Source: an optimization exercise on an open RTL-to-GDS flow (aim: small area, a short achievable clock period and few clock cycles per item). Production flows keep margins and buffers that such runs may drop.
RTL that was checked went through simulation tests only; none was proved equivalent to the original.

==> flow/design.v (excerpt) <==
module sparse_top #(
  parameter int LANES     = sparse_cfg_pkg::LANES_DEF,
  parameter int DATA_W    = sparse_cfg_pkg::DATA_W_DEF,
  parameter int ACC_W     = sparse_cfg_pkg::ACC_W_DEF,
  parameter int OUT_SHIFT = sparse_cfg_pkg::SHIFT_DEF
) (
  input  logic                    clk,
  input  logic                    rst_n,
  input  logic [LANES*DATA_W-1:0] weights_in,
  input  logic                    weights_valid,
  output logic                    weights_ready,
  input  logic [LANES*DATA_W-1:0] act_packed,
  input  logic [LANES-1:0]        act_mask,
  input  logic                    act_last,
  input  logic                    act_valid,
  output logic                    act_ready,
  output logic [LANES*DATA_W-1:0] out_packed,
  output logic [LANES-1:0]        out_mask,
  output logic                    out_valid,
  input  logic                    out_ready
);
clock: 7.0 ns
lec_check: 0
abc_area: 1
cap_margin: 20
core_margin: 2
core_utilization: 50
setup_slack_margin: 3.8
slew_margin: 20
tns_end_percent: 0
run.sh (not shown) runs the stock make flow with config.mk's settings and CLKGATE_MAP_FILE= SYNTH_SCRIPT=/design/flow/synth_recipe.tcl, a recipe that flattens the netlist after the stock synthesis.
The first run completed with no timing, DRC or antenna violations.
Testbench counts at the start, summed over its fixed seeds: cycles 11,168, groups 2,400.
Rerun with:
- CTS_CLUSTER_DIAMETER: unset -> 250
- CTS_CLUSTER_SIZE: unset -> 25
- SETUP_SLACK_MARGIN: 3.8 -> 4
- TNS_END_PERCENT: 0 -> 10
Effect:
- global-route usage stays flat
- die area does not change
- area after synthesis stays the same
- design area decreases by 1.8%
- non-clock buffer count increases by 21
- wire length went up by 0.77%
- utilization shrinks by 1.0 points
- setup slack gains 0.062 ns
- sequential share of layout area goes up by 0.64 points
Rerun with:
- ABC_AREA: 1 -> unset
- CORE_UTILIZATION: 50 -> 40
- CTS_CLUSTER_DIAMETER: 250 -> unset
- CTS_CLUSTER_SIZE: 25 -> unset
- TNS_END_PERCENT: 10 -> unset
What happened: Maximum frequency is lower by about a fifth. Worst setup slack gets worse by 0.56 ns. Non-clock buffer count is higher by 165.

* * *

Setup of build 65:
Starting RTL as in the previous note.
Settings: LEC_CHECK=0, ABC_AREA=1, CAP_MARGIN=20, CORE_MARGIN=2, CORE_UTILIZATION=50, CTS_CLUSTER_DIAMETER=250, CTS_CLUSTER_SIZE=25, SETUP_SLACK_MARGIN=3.8, SLEW_MARGIN=20; clock period 7.0 ns.
Build 65: PASS, flow complete, no timing, DRC or antenna violations
Testbench counts of build 65, summed over its fixed seeds: cycles 11,168, groups 2,400.
For build 15, these inputs were changed with respect to build 65:
- removing CTS_CLUSTER_SIZE (formerly 25)
- changing SETUP_SLACK_MARGIN from 3.8 to 4.3
- changing CORE_UTILIZATION from 50 to 40
- removing CTS_CLUSTER_DIAMETER (formerly 250)
==> run summary <==
- The combined area of the multi-input logic cells in build 15 is 1.15 times that in build 65.
- Build 15 ended with more number of clock-tree buffers in the layout than build 65.
- Comparing build 65 and build 15, setup slack is higher on build 15.
- Compared with build 65, build 15 degrades post-DP HPWL.
- Post-route non-filler standard cell count (lower): build 65
- The higher signed area change from the synthesized netlist to the final layout of build 65 and build 15 is in build 15.
## Diff of input files: build 82 against build 15
- CORE_UTILIZATION: 40 -> 50
- TNS_END_PERCENT: unset -> 10
- SETUP_SLACK_MARGIN: 4.3 -> 4
==> comparison <==
- after synthesis and placement, the instance count of build 82 is below that of build 15.
- Non-clock buffer total of the final layout, build 82 vs build 15: down by more than a quarter
- Build 15 has higher total routed wirelength than build 82.
- Against build 15 as the reference, build 82 delivers a higher overall global routing resource usage.
- Build 82 against build 15; count of inserted tapcells is down by more than 10%.
- Diff build 15 -> build 82: maximum clock insertion buffer count barely changed, cell area dropped 2800 um^2, number of H-tree levels barely changed.
[inputs] build 50 vs build 82
- SETUP_SLACK_MARGIN now 3.6, was 4
- CORE_UTILIZATION now 40, was 50
- TNS_END_PERCENT no longer set, was 10
[summary]
- Net total in the final layout delta for build 50 relative to build 82: 10 lower
- Build 82 → build 50: sequential share of layout area saw little to no change.
- Build 50 went all the way through the flow, and no timing, DRC or antenna check failed.
- As far as clock transition at the registers of the reported paths is concerned, build 50 and build 82 perform about the same.
- Compared to build 82, the routing of build 50 uses more wire.
- Between build 50 and build 82, the layout overhead on the synthesized area figures differ only marginally.
- Diff build 82 -> build 50: tapcell count rose by 173; number of enable flip-flop cells after synthesis held; met1 usage saw a decrease.
diff inputs: build 50 => build 27
- changing SETUP_SLACK_MARGIN from 3.6 to 3.8
- changing CORE_UTILIZATION from 40 to 60
==> run summary <==
- Relative slew slack is lower on build 50
- Build 27 vs build 50 — proportion of cell area spent on the clock network rose 0.28 points.
- Per the comparison of build 27 with build 50, cell area after layout went down 160 um^2, post-route clock period utilization went down 1.7 points, global routing usage on met2 went up 15 points, area growth from synthesis to final layout went down 0.66 points.
- Going from build 50 to build 27, global-route track usage on met1 saw an increase, depth of the critical timing path with buffers and inverters included went up, initial core utilization increased 20 points.
Input changes introduced in build 85 (baseline for comparison: build 27):
- a change of CORE_UTILIZATION from 60 to 50
--- outcome ---
On build 85: final routed wirelength across all metal layers is 1200 um higher than what build 27 gave.
Build 85 finished every step from synthesis to the final layout, and the layout passed the timing, DRC and antenna checks.
Of build 27 and build 85, build 27 shows the higher final critical path time including I/O delays and setup, with build 85 below it.
The cell area after layout was comparable across build 27 and build 85.
For the post-layout worst setup margin, build 85 came in 0.0032 ns higher than build 27 did.

* * *

Another version of the RTL of sparse_top (not shown whole).
Size in the first run: about 1900 cells after synthesis, about 200 flip-flops, ~18000 µm² of cells after synthesis.
==> flow/config.mk <==
export PLATFORM = sky130hd
export DESIGN_NAME = sparse_top
export DESIGN_NICKNAME = sparse_top
export VERILOG_FILES = /design/flow/design.v
export SDC_FILE = /design/flow/constraint.sdc
export NUM_CORES = 4
export LEC_CHECK = 0
export CAP_MARGIN = 20
export CORE_MARGIN = 2
export CORE_UTILIZATION = 40
export SLEW_MARGIN = 20
==> flow/constraint.sdc <==
create_clock -name core_clock -period 7.0 [get_ports {clk}]
set_input_delay 1.4000 -clock core_clock [delete_from_list [all_inputs] [get_ports {clk}]]
set_output_delay 1.4000 -clock core_clock [all_outputs]
set_load 0.01 [all_outputs]
The baseline finished clean.
Then changed:
Settings changed: SETUP_SLACK_MARGIN set to 2.5.
=>
- The new run completed without violations
- wire length rose by 22%
- maximum frequency is higher by 17%
- worst setup slack gains 0.89 ns
- synthesized area is unchanged
- final cell count goes up by 4.0%
- global-route usage rose by 3.6 points
- first-iteration DRC count is higher by 34%
Function was not checked in any run of this note: the RTL went through the layout flow alone.

* * *

sparse_top, a different RTL version from the one above (not shown whole).
Size in the first run: roughly 310 flip-flops, roughly 27,000 um^2 of cells after synthesis.
make LEC_CHECK=0 ABC_AREA=1 CAP_MARGIN=20 CORE_MARGIN=2 CORE_UTILIZATION=40 SETUP_SLACK_MARGIN=3.5 SLEW_MARGIN=20 finish   # period 7.0 ns
The baseline passed the timing, DRC and antenna checks.
Edit:
Settings changed: SETUP_SLACK_MARGIN 3.5 to 4.5.
What happened: The new run completed without violations; synthesized area does not change; final cell count increases by a few percent; wire length grows by about a fifth; hold slack improved by 0.040 ns; count of clock-buffer cells in the layout is unchanged; worst setup slack improved by 0.11 ns; utilization rises by 9.3 points.
Edit:
Settings changed: ABC_AREA 1 to unset, SETUP_SLACK_MARGIN 4.5 to 4.
The new run produced a clean layout.
Clock skew goes down by 0.0063 ns.
Hold slack got worse by 0.025 ns.
Routed wire length goes down by 17%.
Edit:
Settings changed: CORE_UTILIZATION 40 to 60.
Via count increases slightly.
Clock skew hardly moves.
Worst setup slack got worse by 0.051 ns.
Die area decreases by a quarter to a third.
Critical path depth decreases by 1.
Clock-buffer cell count decreases by 2.
Maximum frequency decreases slightly.
Edit:
Settings changed: ABC_AREA set to 1, CORE_UTILIZATION 60 to 40, SETUP_SLACK_MARGIN 4 to 3.
Global-route usage fell by 8.4 points.
Via count came out higher by 17%.
Worst setup slack gets worse by 0.062 ns.
Sequential cell count does not change.
Fmax shrinks by 1.7%.
Hold slack gets worse by 0.012 ns.
First-iteration DRC count climbs by 37%.
No run of this note included a check of the RTL's function; only the layout flow was run.

* * *

Setup of before:
Starting RTL as in the previous note.
==> flow/config.mk <==
export PLATFORM = sky130hd
export DESIGN_NAME = sparse_top
export DESIGN_NICKNAME = sparse_top
export VERILOG_FILES = /design/flow/design.v
export SDC_FILE = /design/flow/constraint.sdc
export NUM_CORES = 4
export LEC_CHECK = 0
export CAP_MARGIN = 20
export CORE_MARGIN = 2
export CORE_UTILIZATION = 40
export SETUP_SLACK_MARGIN = 3
export SLEW_MARGIN = 20
==> flow/constraint.sdc <==
create_clock -name core_clock -period 7.0 [get_ports {clk}]
set_input_delay 1.4000 -clock core_clock [delete_from_list [all_inputs] [get_ports {clk}]]
set_output_delay 1.4000 -clock core_clock [all_outputs]
set_load 0.01 [all_outputs]
What after does differently from before at the input level:
# before
export LEC_CHECK = 0
export CAP_MARGIN = 20
export CORE_MARGIN = 2
export CORE_UTILIZATION = 40
export SETUP_SLACK_MARGIN = 3
export SLEW_MARGIN = 20
create_clock -name core_clock -period 7.0 [get_ports {clk}]
# after
export LEC_CHECK = 0
export ABC_AREA = 1
export CAP_MARGIN = 20
export CORE_MARGIN = 2
export CORE_UTILIZATION = 40
export SETUP_SLACK_MARGIN = 4
export SLEW_MARGIN = 20
create_clock -name core_clock -period 7.0 [get_ports {clk}]
Results
NOTE number of distinct library cells after synthesis before->after decreased by more than half. after vs before: global-route usage up. No run among before and after stopped early or left any final violation; all are clean. Re measured slew at the worst slew-check pin: before was higher than after. Re number of sinks on the clock net: no difference whatsoever between before and after.
No run of this note included a check of the RTL's function; only the layout flow was run.

* * *

Another version of the RTL of sparse_top (not shown whole).
For scale: ~3400 cells after synthesis, about 27000 µm² of cells after synthesis.
clock: 7.0 ns
lec_check: 0
abc_area: 1
cap_margin: 20
core_margin: 2
core_utilization: 40
setup_slack_margin: 3.7
slew_margin: 20
Testbench counts at the start, summed over its fixed seeds: cycles 11,168, groups 2,400.
Change:
Settings changed: SETUP_SLACK_MARGIN 3.7 to 4.
The new run completed with no timing, DRC or antenna violations.
Via count goes up by 1.4%.
Wire length goes up by 1.0%.
Core utilization climbs by 2.2 points.
Area after synthesis is unchanged.
Flip-flop and latch count is unchanged.
Worst setup slack improved by 160 ps.
Cell count climbs by 1.1%.

* * *

sparse_top, a different RTL version from the one above (not shown whole).
Size: roughly 110 I/O pins.
Settings: LEC_CHECK=0, ABC_CLOCK_PERIOD_IN_PS=3000, CAP_MARGIN=20, CORE_MARGIN=2, CORE_UTILIZATION=40, SETUP_SLACK_MARGIN=3, SLEW_MARGIN=20; clock period 7.0 ns.
The first run produced a clean layout.
Testbench counts at the start, summed over its fixed seeds: cycles 11,168, groups 2,400.
Then changed:
--- a/flow/config.mk
+++ b/flow/config.mk
@@ -6,8 +6,7 @@
 export NUM_CORES = 4
 export LEC_CHECK = 0
-export ABC_CLOCK_PERIOD_IN_PS = 3000
 export CAP_MARGIN = 20
 export CORE_MARGIN = 2
 export CORE_UTILIZATION = 40
-export SETUP_SLACK_MARGIN = 3
+export SETUP_SLACK_MARGIN = 4
 export SLEW_MARGIN = 20
- critical path depth does not change
- maximum frequency goes up by 6.3%
- worst setup slack gains 230 ps
- sequential cell count stays the same

* * *

Setup of delta:
Another version of the RTL of sparse_top (not shown whole).
For scale: ~0.026 mm2 of cells after synthesis.
make LEC_CHECK=0 ABC_AREA=1 CAP_MARGIN=20 CORE_MARGIN=2 CORE_UTILIZATION=40 SETUP_SLACK_MARGIN=3.7 SLEW_MARGIN=20 finish   # period 7.0 ns
delta was carried through to the last stage, and its layout satisfied the timing, DRC and antenna checks.
For alpha, these inputs were changed with respect to delta:
Settings: SETUP_SLACK_MARGIN changed from 3.7 to 4.
- In terms of synthesized area, delta and alpha differ only marginally.
- alpha vs. delta: number of antenna violations at the first check in global routing shows an increase of 2, setup TNS ~0 delta.
- Global-route usage: lower on delta
- Going from delta to alpha, worst setup slack +0.17 ns, area growth from synthesis to layout +8.2 points, final critical delay including setup and external delays -0.17 ns.
No run of this note included a check of the RTL's function; only the layout flow was run.

* * *

sparse_top, a different RTL version from the one above (not shown whole).
Size in the first run: ~330 flip-flops, about 110 I/O pins.
==> flow/config.mk <==
export PLATFORM = sky130hd
export DESIGN_NAME = sparse_top
export DESIGN_NICKNAME = sparse_top
export VERILOG_FILES = /design/flow/design.v
export SDC_FILE = /design/flow/constraint.sdc
export NUM_CORES = 4
export LEC_CHECK = 0
export ABC_AREA = 1
export CAP_MARGIN = 20
export CORE_MARGIN = 2
export CORE_UTILIZATION = 40
export CTS_CLUSTER_DIAMETER = 250
export CTS_CLUSTER_SIZE = 25
export SETUP_SLACK_MARGIN = 4
export SLEW_MARGIN = 20
==> flow/constraint.sdc <==
create_clock -name core_clock -period 7.0 [get_ports {clk}]
set_input_delay 1.4000 -clock core_clock [delete_from_list [all_inputs] [get_ports {clk}]]
set_output_delay 1.4000 -clock core_clock [all_outputs]
set_load 0.01 [all_outputs]
The starting point produced a clean layout.
Testbench counts at the start, summed over its fixed seeds: cycles 11,168, groups 2,400.
Edit:
- CORE_UTILIZATION: 40 -> 50
- SETUP_SLACK_MARGIN: 4 -> 3.8
Outcome: The changed run finished clean. Via count went down by 0.62%. Setup slack is worse by 0.16 ns. Clock-buffer cell count stays the same. Design area falls by 3.9%. Global-route usage rises by 5.4 points. Core utilization went up by 9.8 points. Worst hold slack loses 0.015 ns.
Edit:
- CTS_CLUSTER_DIAMETER: 250 -> 200
- CTS_CLUSTER_SIZE: 25 -> 20
- SETUP_SLACK_MARGIN: 3.8 -> 4
=> Routed wire length rises by about 0.9%. Sequential cell count stays the same. Register-to-register slack gains 0.14 ns. First-iteration DRC count goes down by about 0.7%. Count of clock-buffer cells in the layout went up by 6. Setup slack improved by 0.14 ns. Non-clock buffer count climbs by 8. Worst hold slack gains 0.016 ns. Cell count goes up by about 0.43%. Die area does not change.

* * *

sparse_top with an RTL version that a note above also has.
Size in the first run: roughly 330 flip-flops, about 110 I/O pins.
Settings: LEC_CHECK=0, ABC_AREA=1, CAP_MARGIN=20, CORE_MARGIN=2, CORE_UTILIZATION=50, CTS_CLUSTER_DIAMETER=171, CTS_CLUSTER_SIZE=20, SETUP_SLACK_MARGIN=3.8, SLEW_MARGIN=20; clock period 7.0 ns.
Testbench counts at the start, summed over its fixed seeds: cycles 11,168, groups 2,400.
==> next run, changes <==
Settings changed: CORE_UTILIZATION 50 to 40, CTS_CLUSTER_DIAMETER 171 to unset, CTS_CLUSTER_SIZE 20 to unset, SETUP_SLACK_MARGIN 3.8 to 4.
Outcome: The new run went through all stages and came out clean. Hold slack got worse by 16 ps. Final cell count is higher by a little under a tenth. Final area is higher by a little under a tenth. Sequential cell count is unchanged. Wire length rises by a few percent. Critical path depth rose by 4. Register-to-register slack gets better by 120 ps.
==> next run, changes <==
Settings changed: SETUP_SLACK_MARGIN 4 to 3.8.
Outcome:
- The changed run completed with no timing, DRC or antenna violations
- wire length came out lower by 2.8%
- design area is lower by 4.6%
- non-clock buffer count fell by 36
- final cell count goes down by 1.2%
- setup slack gets worse by 120 ps
- area after synthesis does not change

## afterwards: timing with drivers on the ports
How much do the figures lean on ideal ports? The routed layouts below were timed once more, with nothing changed but the port constraints. Step 1 assumes that a clkbuf_16 drives the clock port and a buf_2 every other input. Step 2 moves the port delays by t, midway between the first and last clock arrival at a register: inputs arrive t later, outputs are due t later. That takes back most of the time a late clock gives input paths. a / b / c = ideal ports / drivers / drivers and shift; a / b = the first two.
run | t, ns | setup WS [ns] | hold slack, ns | clock arrival spread, ns | worst register clock-pin slew, ns
the first run of note 1 | 0.612 | 3.876 / 3.876 / 3.349 | 0.418 / 0.418 / 0.418 | 0.021 / 0.022 | 0.06 / 0.06
the second run of note 1 | 0.583 | 3.937 / 3.937 / 3.429 | 0.427 / 0.427 / 0.427 | 0.046 / 0.046 | 0.11 / 0.11
the third run of note 1 | 0.617 | 3.380 / 3.380 / 3.380 | 0.420 / 0.420 / 0.420 | 0.016 / 0.016 | 0.06 / 0.06
build 65 | 0.593 | 3.954 / 3.954 / 3.411 | 0.454 / 0.454 / 0.454 | 0.028 / 0.027 | 0.11 / 0.11
build 15 | 0.613 | 4.085 / 4.085 / 3.848 | 0.422 / 0.422 / 0.422 | 0.016 / 0.015 | 0.06 / 0.06
build 82 | 0.612 | 3.946 / 3.946 / 3.444 | 0.418 / 0.418 / 0.418 | 0.020 / 0.020 | 0.06 / 0.06
build 50 | 0.615 | 3.799 / 3.799 / 3.308 | 0.426 / 0.426 / 0.426 | 0.022 / 0.021 | 0.06 / 0.06
build 27 | 0.615 | 3.922 / 3.922 / 3.384 | 0.426 / 0.426 / 0.426 | 0.019 / 0.019 | 0.06 / 0.06
build 85 | 0.617 | 3.925 / 3.925 / 3.410 | 0.439 / 0.439 / 0.439 | 0.017 / 0.017 | 0.07 / 0.07
the first run of note 3 | 0.599 | 0.953 / 0.953 / 0.953 | 0.509 / 0.509 / 0.509 | 0.014 / 0.013 | 0.06 / 0.06
the second run of note 3 | 0.605 | 1.842 / 1.842 / 1.842 | 0.501 / 0.501 / 0.501 | 0.023 / 0.023 | 0.07 / 0.07
the first run of note 4 | 0.623 | 3.698 / 3.728 / 3.108 | 0.412 / 0.412 / 0.412 | 0.030 / 0.029 | 0.06 / 0.06
the second run of note 4 | 0.630 | 3.804 / 3.804 / 3.804 | 0.451 / 0.451 / 0.451 | 0.028 / 0.028 | 0.07 / 0.07
the third run of note 4 | 0.625 | 3.528 / 3.528 / 3.459 | 0.426 / 0.426 / 0.426 | 0.030 / 0.031 | 0.07 / 0.07
the fourth run of note 4 | 0.599 | 3.477 / 3.477 / 3.477 | 0.424 / 0.424 / 0.424 | 0.020 / 0.020 | 0.07 / 0.07
the fifth run of note 4 | 0.622 | 3.415 / 3.415 / 2.926 | 0.412 / 0.412 / 0.412 | 0.027 / 0.028 | 0.06 / 0.06
before | 0.611 | 3.143 / 3.143 / 2.581 | 0.426 / 0.426 / 0.426 | 0.017 / 0.017 | 0.06 / 0.06
after | 0.627 | 3.860 / 3.860 / 3.556 | 0.421 / 0.421 / 0.421 | 0.020 / 0.020 | 0.07 / 0.07
the first run of note 6 | 0.631 | 3.833 / 3.833 / 3.435 | 0.429 / 0.429 / 0.429 | 0.021 / 0.021 | 0.07 / 0.07
the second run of note 6 | 0.620 | 3.995 / 3.995 / 3.597 | 0.424 / 0.424 / 0.424 | 0.024 / 0.024 | 0.07 / 0.07
the first run of note 7 | 0.601 | 3.169 / 3.169 / 2.868 | 0.418 / 0.418 / 0.418 | 0.024 / 0.024 | 0.06 / 0.06
the second run of note 7 | 0.601 | 3.397 / 3.397 / 3.397 | 0.425 / 0.425 / 0.425 | 0.021 / 0.020 | 0.06 / 0.06
delta | 0.621 | 3.817 / 3.817 / 3.283 | 0.414 / 0.414 / 0.414 | 0.027 / 0.027 | 0.07 / 0.07
alpha | 0.623 | 3.986 / 3.986 / 3.573 | 0.426 / 0.426 / 0.426 | 0.020 / 0.021 | 0.07 / 0.07
the first run of note 9 | 0.595 | 4.079 / 4.032 / 3.589 | 0.444 / 0.444 / 0.444 | 0.035 / 0.035 | 0.12 / 0.12
the second run of note 9 | 0.579 | 3.919 / 3.924 / 3.370 | 0.429 / 0.429 / 0.429 | 0.030 / 0.030 | 0.11 / 0.11
the third run of note 9 | 0.607 | 4.057 / 4.057 / 3.608 | 0.445 / 0.445 / 0.445 | 0.031 / 0.031 | 0.10 / 0.10
the first run of note 10 | 0.611 | 3.922 / 3.922 / 3.430 | 0.441 / 0.441 / 0.441 | 0.018 / 0.018 | 0.10 / 0.10
the second run of note 10 | 0.619 | 4.038 / 4.012 / 3.577 | 0.425 / 0.425 / 0.425 | 0.012 / 0.013 | 0.07 / 0.07
the third run of note 10 | 0.619 | 3.923 / 3.923 / 3.361 | 0.420 / 0.420 / 0.420 | 0.017 / 0.017 | 0.06 / 0.06
After both steps every run listed still meets setup and hold. For the first run of note 4, which loses most, drivers alone change the setup slack by +0.030 ns; drivers and shift together by -0.590 ns.
